Background: an optimization exercise with open tools, aiming at a short achievable clock period and few clock cycles per item. Do not read the settings as production practice. Only simulation tests tie the RTL to the original design; equivalence was not proved. No driver is modelled on the clock port, so clock power and skew are understated where the tree is cut down; a real chip needs a root buffer or a tree. No activity file was given, so power comes from the tool's default toggle rates.

Setup of alpha:
// small_set_membership_table
module small_set_membership_table #(
  parameter int unsigned CAPACITY   = ssmt_pkg::DEF_CAPACITY,
  parameter int unsigned ELEM_WIDTH = ssmt_pkg::DEF_ELEM_WIDTH
) (
  input  wire logic                          clk_i,
  input  wire logic                          rst_ni,
  input  wire logic                          start_i,
  output logic                               busy_o,
  input  wire logic [ssmt_pkg::OP_W-1:0]     op_i,
  input  wire logic [ssmt_pkg::VALUE_W-1:0]  value_i,
  output logic                               valid_o,
  output logic                               was_member_o,
  output logic [ssmt_pkg::COUNT_W-1:0]       count_o,
  output logic                               empty_res_o,
  output logic                               full_res_o,
  output logic                               rejected_o
);
Size: about 4800 cells after synthesis, about 1800 flip-flops, roughly 73000 µm² of cells after synthesis.
Settings: LEC_CHECK=0, ABC_CLOCK_PERIOD_IN_PS=1000, CAP_MARGIN=20, CORE_MARGIN=2, CORE_UTILIZATION=65, PLACE_DENSITY=0.75, SETUP_SLACK_MARGIN=4.0, SLEW_MARGIN=20, SYNTH_HIERARCHICAL=1, PRE_CTS_TCL=/design/flow/flow/cts_hook.tcl, BT_CLUSTER=28, BT_ROOT=sky130_fd_sc_hd__buf_16, BT_NROOT=4, MIN_CLK_ROUTING_LAYER=met4; clock period 6.0 ns.
standard.sh (not shown) runs the stock make flow with config.mk's settings and CLKGATE_MAP_FILE= SYNTH_SCRIPT=/design/flow/synth_recipe.tcl, a recipe that flattens the netlist after the stock synthesis.
==> flow/flow/run.sh <==
#!/bin/bash
# The standard layout, with the output registers moved next to their port
# buffers (flow/place_tweak.tcl) and the clock tree built by flow/clock_tree.tcl in
# place of TritonCTS (hooked in through ORFS's PRE_CTS_TCL). Clock nets are
# routed on met4 and met5.
set -euo pipefail
W=$(pwd)
{
  echo "export PRE_CTS_TCL = $W/flow/cts_hook.tcl"
  echo "export BT_CLUSTER = 28"
  echo "export BT_ROOT = sky130_fd_sc_hd__buf_16"
  echo "export BT_NROOT = 4"
  echo "export MIN_CLK_ROUTING_LAYER = met4"
} >> config.mk
bash standard.sh finish > "$W/standard_flow.log" 2>&1
Other scripts of this flow, unchanged in this note and not shown: flow/flow/clock_tree.tcl, flow/flow/cts_hook.tcl, flow/flow/place_tweak.tcl
Testbench counts of alpha, summed over its fixed seeds: cycles 32,024, items 32,000.
Inputs modified between alpha and beta:
--- a/flow/design.v
+++ b/flow/design.v
@@ -339,39 +339,40 @@
     .zero_i({cnt_non, !b_clr && (full_q || (b_ins && at_top)), b_clr || (at_zero && !b_ins),
              b_ins && !full_q, 1'b0, b_ins && full_q}),
     .y_o   ({count_d, full_d, empty_d, ins_ok, del_ok, rej_d})
   );
   always_ff @(posedge clk_i or negedge rst_ni) begin
     if (!rst_ni) begin
       valid_q <= '0;
       pend_q  <= 1'b0;
       pendn_q <= 1'b1;
+      fs_q    <= '0;
       delok_q <= 1'b0;
       clr_q   <= 1'b0;
       short_q <= '0;
       gsel_q  <= NGRP'(1);
       count_q <= '0;
       full_q  <= 1'b0;
     end else begin
       valid_q <= valid_d;
       pend_q  <= ins_ok;
       pendn_q <= !ins_ok;
+      fs_q    <= fs_d;
       delok_q <= del_ok;
       clr_q   <= b_clr;
       short_q <= short_d;
       gsel_q  <= gsel_d;
       count_q <= count_d;
       full_q  <= full_d;
     end
   end
   always_ff @(posedge clk_i) begin
     pslot_q <= fs_q;
-    fs_q    <= fs_d;
     lack_q  <= lack_d;
     pend_nr_q  <= ins_ok;
     pendn_nr_q <= !ins_ok;
   end
   logic                          valid_q_r;
   logic                          was_q, empty_q, full_r_q, rej_q;
   logic [ssmt_pkg::COUNT_W-1:0]  cnt_res_q;
   always_ff @(posedge clk_i or negedge rst_ni) begin
     if (!rst_ni) begin
[summary]
beta vs. alpha: clock latency at the later pin of the worst-skew pair held, fmax barely changed, number of fill cells essentially unchanged. In beta the share of total power in the clock network turned out 0.2 points higher than in alpha. Any difference in fraction of the mapped netlist area in compound gates between beta and alpha is small enough to ignore. The fraction of the cycle the final worst path needs on beta is in line with that on alpha. Global-route usage ends up higher on beta.
Testbench counts of beta, summed over its fixed seeds: cycles 32,024, items 32,000.
In every run of this note, the design's own scripts or RTL, not TritonCTS, make the clock network.

static timing again, ports no longer ideal:
In the flow no input, the clock included, has a driving cell. The finished layouts below were timed again as built, in two steps.
Step 1, drivers: a clkbuf_16 drives clk_i and a buf_2 each remaining input, both assumed.
Step 2 moves the port delays by t, midway between the first and last clock arrival at a register: inputs arrive t later, outputs are due t later. That takes back most of the time a late clock gives input paths.
a / b / c = no drivers / after step 1 / after step 2; a / b = the first two.
| run | t, ns | setup slack, ns | worst data-port slew with drivers (ns) | pins driven straight from the clock port |
|---|---|---|---|---|
| alpha | 0.653 | 3.790 / 3.625 / 3.966 | 0.08 | 4 |
| beta | 0.663 | 3.784 / 3.614 / 3.897 | 0.06 | 4 |
After both steps setup and hold are still met in every run listed.
